From an optimization exercise on the open Yosys and OpenROAD flow, aimed at small area, a short achievable clock period and few clock cycles per item; shortcuts taken in it are not production practice.
Where RTL was checked, it was by simulation tests only, not by an equivalence proof against the original.
Power and IR drop assume default switching activity.

## red
==> flow/design.v <==
module mul_axil (
  input  logic        Clk,
  input  logic        arst_n,
  input  logic        s_awvalid,
  output logic        s_awready,
  input  logic [7:0]  s_awaddr,
  input  logic        s_wvalid,
  output logic        s_wready,
  input  logic [31:0] s_wdata,
  input  logic [3:0]  s_wstrb,
  output logic        s_bvalid,
  input  logic        s_bready,
  output logic [1:0]  s_bresp,
  input  logic        s_arvalid,
  output logic        s_arready,
  input  logic [7:0]  s_araddr,
  output logic        s_rvalid,
  input  logic        s_rready,
  output logic [31:0] s_rdata,
  output logic [1:0]  s_rresp
);
  logic        bvalid, rvalid;
  logic        bresp_err;
  logic [31:0] rdata;
  logic [15:0] opa, opb;
  logic wr_fire, rd_fire, ctrl_go;
  logic aw_a, aw_b, aw_c;
  assign wr_fire = s_awvalid & s_wvalid & ~bvalid;
  assign rd_fire = s_arvalid & ~rvalid;
  assign aw_a = (s_awaddr == 8'h00);
  assign aw_b = (s_awaddr == 8'h04);
  assign aw_c = (s_awaddr == 8'h08);
  assign ctrl_go = wr_fire & aw_c & s_wstrb[0] & s_wdata[0];
  always_ff @(posedge Clk or negedge arst_n) begin
    if (!arst_n) begin
      opa <= '0;
      opb <= '0;
    end else begin
      if (wr_fire & aw_a & s_wstrb[0]) opa[7:0]  <= s_wdata[7:0];
      if (wr_fire & aw_a & s_wstrb[1]) opa[15:8] <= s_wdata[15:8];
      if (wr_fire & aw_b & s_wstrb[0]) opb[7:0]  <= s_wdata[7:0];
      if (wr_fire & aw_b & s_wstrb[1]) opb[15:8] <= s_wdata[15:8];
    end
  end
  logic        busy;           
  logic        fin;            
  logic [1:0]  cnt;            
  logic [3:0]  dig;            
  logic [15:0] hs, hc;
  logic [3:0]  ps, pc;
  logic [19:0] hi;
  logic [11:0] lo;
  logic        done;
  function automatic logic [39:0] csa(input logic [19:0] x, input logic [19:0] y,
                                      input logic [19:0] z);
    logic [19:0] s, c;
    s = x ^ y ^ z;
    c = ((x & y) | (x & z) | (y & z)) << 1;
    csa = {s, c};
  endfunction
  logic [4:0]  pr;
  logic [19:0] r0, r1, r2, r3, r4, r5;
  logic [19:0] s1, c1, s2, c2, s3, c3, sn, cn;
  assign pr = {1'b0, ps} + {1'b0, pc};
  assign r0 = {4'h0, hs & {16{busy}}};
  assign r1 = {4'h0, hc & {16{busy}}};
  assign r2 = {4'h0, opb & {16{dig[0]}}};
  assign r3 = {3'h0, opb & {16{dig[1]}}, pr[4] & busy};
  assign r4 = {2'h0, opb & {16{dig[2]}}, 2'h0};
  assign r5 = {1'h0, opb & {16{dig[3]}}, 3'h0};
  assign {s1, c1} = csa(r0, r1, r2);
  assign {s2, c2} = csa(r3, r4, r5);
  assign {s3, c3} = csa(s1, c1, s2);
  assign {sn, cn} = csa(s3, c3, c2);
  always_ff @(posedge Clk) begin
    hs <= sn[19:4];
    hc <= cn[19:4];
    ps <= sn[3:0];
    pc <= cn[3:0];
  end
  always_ff @(posedge Clk or negedge arst_n) begin
    if (!arst_n) begin
      hi   <= '0;
      lo   <= '0;
      cnt  <= '0;
      busy <= 1'b0;
      fin  <= 1'b0;
      done <= 1'b0;
    end else begin
      if (busy) begin
        lo  <= {pr[3:0], lo[11:4]};
      end
      if (fin) begin
        hi  <= {hs, ps} + {hc, pc};
      end
      if (ctrl_go | busy) begin
        cnt <= cnt + 2'd1;
      end
      if (ctrl_go) begin
        busy <= 1'b1;
      end else if (cnt == 2'd3) begin
        busy <= 1'b0;
      end
      fin <= busy & (cnt == 2'd3);
      if (ctrl_go) begin
        done <= 1'b0;
      end else if (busy & (cnt == 2'd1)) begin
        done <= 1'b1;
      end
    end
  end
  always_ff @(posedge Clk) begin
    if (busy) begin
      case (cnt)
        2'd1:    dig <= opa[11:8];
        2'd2:    dig <= opa[15:12];
        default: dig <= opa[3:0];
      endcase
    end else begin
      dig <= ctrl_go ? opa[7:4] : opa[3:0];
    end
  end
  logic sel_a, sel_b, sel_p, st_done, rd_err;
  logic [7:0] ra;
  assign ra = s_araddr;
  always_ff @(posedge Clk or negedge arst_n) begin
    if (!arst_n) begin
      bvalid <= 1'b0;
      rvalid <= 1'b0;
    end else begin
      if (wr_fire)       bvalid <= 1'b1;
      else if (s_bready) bvalid <= 1'b0;
      if (rd_fire)       rvalid <= 1'b1;
      else if (s_rready) rvalid <= 1'b0;
    end
  end
  always_ff @(posedge Clk) begin
    if (!bvalid) bresp_err <= ~(aw_a | aw_b | aw_c);
    if (!rvalid) begin
      sel_a   <= (ra == 8'h00);
      sel_b   <= (ra == 8'h04);
      sel_p   <= (ra == 8'h10) & ~busy;
      st_done <= (ra == 8'h0C) & done;
      rd_err  <= ~((ra == 8'h00) | (ra == 8'h04) | (ra == 8'h08) | (ra == 8'h0C)
                   | (ra == 8'h10));
    end
  end
  assign rdata = ({32{sel_p}} & {hi, lo})
               | {16'h0, {16{sel_a}} & opa}
               | {16'h0, {16{sel_b}} & opb}
               | {31'h0, st_done};
  assign s_awready = ~bvalid;
  assign s_wready  = ~bvalid;
  assign s_bvalid  = bvalid;
  assign s_bresp   = {bresp_err, 1'b0};
  assign s_arready = ~rvalid;
  assign s_rvalid  = rvalid;
  assign s_rdata   = rdata;
  assign s_rresp   = {rd_err, 1'b0};
endmodule
export LEC_CHECK = 0
export CAP_MARGIN = 20
export CORE_MARGIN = 2
export CORE_UTILIZATION = 60
export SETUP_SLACK_MARGIN = 1.0
export SLEW_MARGIN = 20
create_clock -name core_clock -period 3.2 [get_ports {Clk}]
standard.sh (not shown) runs the stock make flow with config.mk's settings and CLKGATE_MAP_FILE= SYNTH_SCRIPT=/design/flow/synth_recipe.tcl, a recipe that flattens the netlist after the stock synthesis.
==> flow/flow/run.sh <==
#!/bin/bash
# Standard layout, with plain buffers on the ports and resizing not tied to
# cell footprints. Each step's own log is also kept under orfs/logs/.
set -euo pipefail
bash standard.sh \
  "BUFFER_PORTS_ARGS=-buffer_cell sky130_fd_sc_hd__buf_2" \
  MATCH_CELL_FOOTPRINT=0 \
  finish > standard.log 2>&1
diff inputs: red => blue
--- a/flow/design.v
+++ b/flow/design.v
@@ -49,7 +49,7 @@
   logic [15:0] hs, hc;
   logic [3:0]  ps, pc;
-  logic [19:0] hi;
   logic [11:0] lo;
   logic        done;
+  logic        has;            
   function automatic logic [39:0] csa(input logic [19:0] x, input logic [19:0] y,
                                       input logic [19:0] z);
@@ -62,9 +62,10 @@
   logic [19:0] r0, r1, r2, r3, r4, r5;
   logic [19:0] s1, c1, s2, c2, s3, c3, sn, cn;
-  assign pr = {1'b0, ps} + {1'b0, pc};
+  logic [19:0] sum;
+  assign pr = {1'b0, ps & {4{busy}}} + {1'b0, pc & {4{busy}}};
   assign r0 = {4'h0, hs & {16{busy}}};
   assign r1 = {4'h0, hc & {16{busy}}};
   assign r2 = {4'h0, opb & {16{dig[0]}}};
-  assign r3 = {3'h0, opb & {16{dig[1]}}, pr[4] & busy};
+  assign r3 = {3'h0, opb & {16{dig[1]}}, pr[4]};
   assign r4 = {2'h0, opb & {16{dig[2]}}, 2'h0};
   assign r5 = {1'h0, opb & {16{dig[3]}}, 3'h0};
@@ -73,25 +74,29 @@
   assign {s3, c3} = csa(s1, c1, s2);
   assign {sn, cn} = csa(s3, c3, c2);
+  assign sum = {hs, ps} + {hc, pc};
   always_ff @(posedge Clk) begin
-    hs <= sn[19:4];
-    hc <= cn[19:4];
-    ps <= sn[3:0];
-    pc <= cn[3:0];
+    if (ctrl_go | busy) begin
+      hs <= sn[19:4];
+      hc <= cn[19:4];
+      ps <= sn[3:0];
+      pc <= cn[3:0];
+    end else if (fin) begin
+      hs <= sum[19:4];
+      hc <= '0;
+      ps <= sum[3:0];
+      pc <= '0;
+    end
+    if (busy) begin
+      lo <= {pr[3:0], lo[11:4]};
+    end
   end
   always_ff @(posedge Clk or negedge arst_n) begin
     if (!arst_n) begin
-      hi   <= '0;
-      lo   <= '0;
       cnt  <= '0;
       busy <= 1'b0;
       fin  <= 1'b0;
       done <= 1'b0;
+      has  <= 1'b0;
     end else begin
-      if (busy) begin
-        lo  <= {pr[3:0], lo[11:4]};
-      end
-      if (fin) begin
-        hi  <= {hs, ps} + {hc, pc};
-      end
       if (ctrl_go | busy) begin
         cnt <= cnt + 2'd1;
@@ -99,8 +104,9 @@
       if (ctrl_go) begin
         busy <= 1'b1;
+        has  <= 1'b1;
       end else if (cnt == 2'd3) begin
         busy <= 1'b0;
       end
-      fin <= busy & (cnt == 2'd3);
+      fin <= busy & (cnt == 2'd3) & ~ctrl_go;
       if (ctrl_go) begin
         done <= 1'b0;
@@ -140,5 +146,5 @@
       sel_a   <= (ra == 8'h00);
       sel_b   <= (ra == 8'h04);
-      sel_p   <= (ra == 8'h10) & ~busy;
+      sel_p   <= (ra == 8'h10) & ~busy & has;
       st_done <= (ra == 8'h0C) & done;
       rd_err  <= ~((ra == 8'h00) | (ra == 8'h04) | (ra == 8'h08) | (ra == 8'h0C)
@@ -146,5 +152,5 @@
     end
   end
-  assign rdata = ({32{sel_p}} & {hi, lo})
+  assign rdata = ({32{sel_p}} & {hs, ps, lo})
                | {16'h0, {16{sel_a}} & opa}
                | {16'h0, {16{sel_b}} & opb}
Comparing red and blue, the higher via count of the first global-routing pass is on red. Diff red -> blue | register bit total from synthesis | decrease of 15%. Number of placement rows came out exactly the same in red and blue. Relative to red, combinational fraction of design power has gone up in blue. In the tables for red and blue, synthesized-area fraction occupied by ao, oa, aoi and oai cells reads higher with red. Buffers plus inverters on the worst setup path on blue is down relative to red. Diff red and blue: largest stage delay on the critical path lower in red. Compared with red, blue shows a lower worst setup margin. blue: number of cells traversed by the worst register-to-register path higher than red. Delta (blue minus red): global-route usage now larger; design area now larger. The run showing the smaller critical path depth is red.
No functional check of the RTL was part of any run of this note.

* * *

== v6 ==
RTL: the design.v shown in full above, as it stands there.
clock: 3.2 ns
lec_check: 0
cap_margin: 20
core_margin: 2
core_utilization: 60
setup_slack_margin: 0.7
slew_margin: 20
Scripts as last shown in full above: flow/flow/run.sh
> inputs changed (v6 -> v7)
==> flow/design.v <==
module mul_axil (
  input  logic        Clk,
  input  logic        arst_n,
  input  logic        s_awvalid,
  output logic        s_awready,
  input  logic [7:0]  s_awaddr,
  input  logic        s_wvalid,
  output logic        s_wready,
  input  logic [31:0] s_wdata,
  input  logic [3:0]  s_wstrb,
  output logic        s_bvalid,
  input  logic        s_bready,
  output logic [1:0]  s_bresp,
  input  logic        s_arvalid,
  output logic        s_arready,
  input  logic [7:0]  s_araddr,
  output logic        s_rvalid,
  input  logic        s_rready,
  output logic [31:0] s_rdata,
  output logic [1:0]  s_rresp
);
  logic        bvalid, rvalid;
  logic        bresp_err;
  logic [31:0] rdata;
  logic [15:0] opa, opb;
  logic wr_fire, rd_fire, ctrl_go;
  logic aw_a, aw_b, aw_c;
  assign wr_fire = s_awvalid & s_wvalid & ~bvalid;
  assign rd_fire = s_arvalid & ~rvalid;
  assign aw_a = (s_awaddr == 8'h00);
  assign aw_b = (s_awaddr == 8'h04);
  assign aw_c = (s_awaddr == 8'h08);
  assign ctrl_go = wr_fire & aw_c & s_wstrb[0] & s_wdata[0];
  always_ff @(posedge Clk or negedge arst_n) begin
    if (!arst_n) begin
      opa <= '0;
      opb <= '0;
    end else begin
      if (wr_fire & aw_a & s_wstrb[0]) opa[7:0]  <= s_wdata[7:0];
      if (wr_fire & aw_a & s_wstrb[1]) opa[15:8] <= s_wdata[15:8];
      if (wr_fire & aw_b & s_wstrb[0]) opb[7:0]  <= s_wdata[7:0];
      if (wr_fire & aw_b & s_wstrb[1]) opb[15:8] <= s_wdata[15:8];
    end
  end
  logic        busy;           
  logic        fin;            
  logic [1:0]  cnt;            
  logic [3:0]  dig;            
  logic [15:0] hs, hc;
  logic [3:0]  ps, pc;
  logic [11:0] lo;
  logic        done;
  function automatic logic [39:0] csa(input logic [19:0] x, input logic [19:0] y,
                                      input logic [19:0] z);
    logic [19:0] s, c;
    s = x ^ y ^ z;
    c = ((x & y) | (x & z) | (y & z)) << 1;
    csa = {s, c};
  endfunction
  logic [4:0]  pr;
  logic [19:0] r0, r1, r2, r3, r4, r5;
  logic [19:0] s1, c1, s2, c2, s3, c3, sn, cn;
  logic [19:0] sum;
  assign pr = {1'b0, ps & {4{busy}}} + {1'b0, pc & {4{busy}}};
  assign r0 = {4'h0, hs & {16{busy}}};
  assign r1 = {4'h0, hc & {16{busy}}};
  assign r2 = {4'h0, opb & {16{dig[0]}}};
  assign r3 = {3'h0, opb & {16{dig[1]}}, pr[4]};
  assign r4 = {2'h0, opb & {16{dig[2]}}, 2'h0};
  assign r5 = {1'h0, opb & {16{dig[3]}}, 3'h0};
  assign {s1, c1} = csa(r0, r1, r2);
  assign {s2, c2} = csa(r3, r4, r5);
  assign {s3, c3} = csa(s1, c1, s2);
  assign {sn, cn} = csa(s3, c3, c2);
  assign sum = {hs, ps} + {hc, pc};
  always_ff @(posedge Clk or negedge arst_n) begin
    if (!arst_n) begin
      hs   <= '0;
      hc   <= '0;
      ps   <= '0;
      pc   <= '0;
      lo   <= '0;
      cnt  <= '0;
      busy <= 1'b0;
      fin  <= 1'b0;
      done <= 1'b0;
    end else begin
      if (ctrl_go | busy) begin
        hs  <= sn[19:4];
        hc  <= cn[19:4];
        ps  <= sn[3:0];
        pc  <= cn[3:0];
        cnt <= cnt + 2'd1;
      end else if (fin) begin
        hs  <= sum[19:4];
        hc  <= '0;
        ps  <= sum[3:0];
        pc  <= '0;
      end
      if (busy) begin
        lo <= {pr[3:0], lo[11:4]};
      end
      if (ctrl_go) begin
        busy <= 1'b1;
      end else if (cnt == 2'd3) begin
        busy <= 1'b0;
      end
      fin <= busy & (cnt == 2'd3) & ~ctrl_go;
      if (ctrl_go) begin
        done <= 1'b0;
      end else if (busy & (cnt == 2'd1)) begin
        done <= 1'b1;
      end
    end
  end
  always_ff @(posedge Clk) begin
    if (busy) begin
      case (cnt)
        2'd1:    dig <= opa[11:8];
        2'd2:    dig <= opa[15:12];
        default: dig <= opa[3:0];
      endcase
    end else begin
      dig <= ctrl_go ? opa[7:4] : opa[3:0];
    end
  end
  logic sel_a, sel_b, sel_p, st_done, rd_err;
  logic [7:0] ra;
  assign ra = s_araddr;
  always_ff @(posedge Clk or negedge arst_n) begin
    if (!arst_n) begin
      bvalid <= 1'b0;
      rvalid <= 1'b0;
    end else begin
      if (wr_fire)       bvalid <= 1'b1;
      else if (s_bready) bvalid <= 1'b0;
      if (rd_fire)       rvalid <= 1'b1;
      else if (s_rready) rvalid <= 1'b0;
    end
  end
  always_ff @(posedge Clk) begin
    if (!bvalid) bresp_err <= ~(aw_a | aw_b | aw_c);
    if (!rvalid) begin
      sel_a   <= (ra == 8'h00);
      sel_b   <= (ra == 8'h04);
      sel_p   <= (ra == 8'h10) & ~busy;
      st_done <= (ra == 8'h0C) & done;
      rd_err  <= ~((ra == 8'h00) | (ra == 8'h04) | (ra == 8'h08) | (ra == 8'h0C)
                   | (ra == 8'h10));
    end
  end
  assign rdata = ({32{sel_p}} & {hs, ps, lo})
               | {16'h0, {16{sel_a}} & opa}
               | {16'h0, {16{sel_b}} & opb}
               | {31'h0, st_done};
  assign s_awready = ~bvalid;
  assign s_wready  = ~bvalid;
  assign s_bvalid  = bvalid;
  assign s_bresp   = {bresp_err, 1'b0};
  assign s_arready = ~rvalid;
  assign s_rvalid  = rvalid;
  assign s_rdata   = rdata;
  assign s_rresp   = {rd_err, 1'b0};
endmodule
Notes after the runs:
- Every stage of the flow completed for v7, and the final layout passed the timing, design-rule and antenna checks.
- Against v6, v7 reports a sequential share of layout area that is lower.
- Time the worst path needs with I/O delays and setup delta for v7 relative to v6: 0.10 ns higher
- Power in combinational cells in v7 is about 100% above v6.
- Compound-cell area share of the yosys netlist (higher): v7
- Compared to v6, v7 has part of the power in registers 6.9 points higher.
- Higher post-layout instance area was reported by v7, not v6.
- When the final numbers for v7 and v6 were put side by side, the total power turned out to be greater in v6.
- Changes observed in v7 relative to v6: mean instance size in the synthesized netlist moved down; first-pass GRT wire length moved up; non-clock buffer count moved up; die boundary height moved up; final-layout non-clock buffer area share moved up.
- Simple-gate share of the synthesized area (v7 over v6): increase, 2.4 points
- When the final numbers for v7 and v6 were put side by side, the all-layer global routing usage turned out to be smaller in v6.
Testbench counts of v7, summed over its fixed seeds: cycles 5,120, items 512.
For v6, only the layout was checked, not whether the RTL still works.

-- re-timing with driven ports --
The flow's constraints put no driver on any port. The routed layouts listed below were extracted and timed again, unchanged, in two steps. Step 1: set_driving_cell puts a clkbuf_16 on Clk and a buf_2 on each other input, an assumption about the parent block. Step 2 adds t to the input delays and takes it off the output delays; t is the mean of the earliest and latest rising clock arrival at the registers after step 1. Input paths then give back, and output paths get back, about the clock's delay inside the block. Three values: ideal, step 1, step 2; two values: the first two.
run	shift t [ns]	setup slack, ns	hold WS [ns]	slew at the worst register clock pin (ns)	cell pins on the clock port's net
red	0.451	0.834 / 0.834 / 0.720	0.372 / 0.358 / 0.470	0.05 / 0.05	1
blue	0.398	0.392 / 0.392 / 0.392	0.422 / 0.403 / 0.460	0.07 / 0.07	1
v6	0.461	0.759 / 0.722 / 0.615	0.177 / 0.156 / 0.470	0.06 / 0.06	1
v7	0.387	0.656 / 0.656 / 0.487	0.329 / 0.317 / 0.499	0.07 / 0.07	1
After both steps every run listed still meets setup and hold. For v7, which loses most, drivers alone change the setup slack by 0.000 ns; drivers and shift together by -0.169 ns.
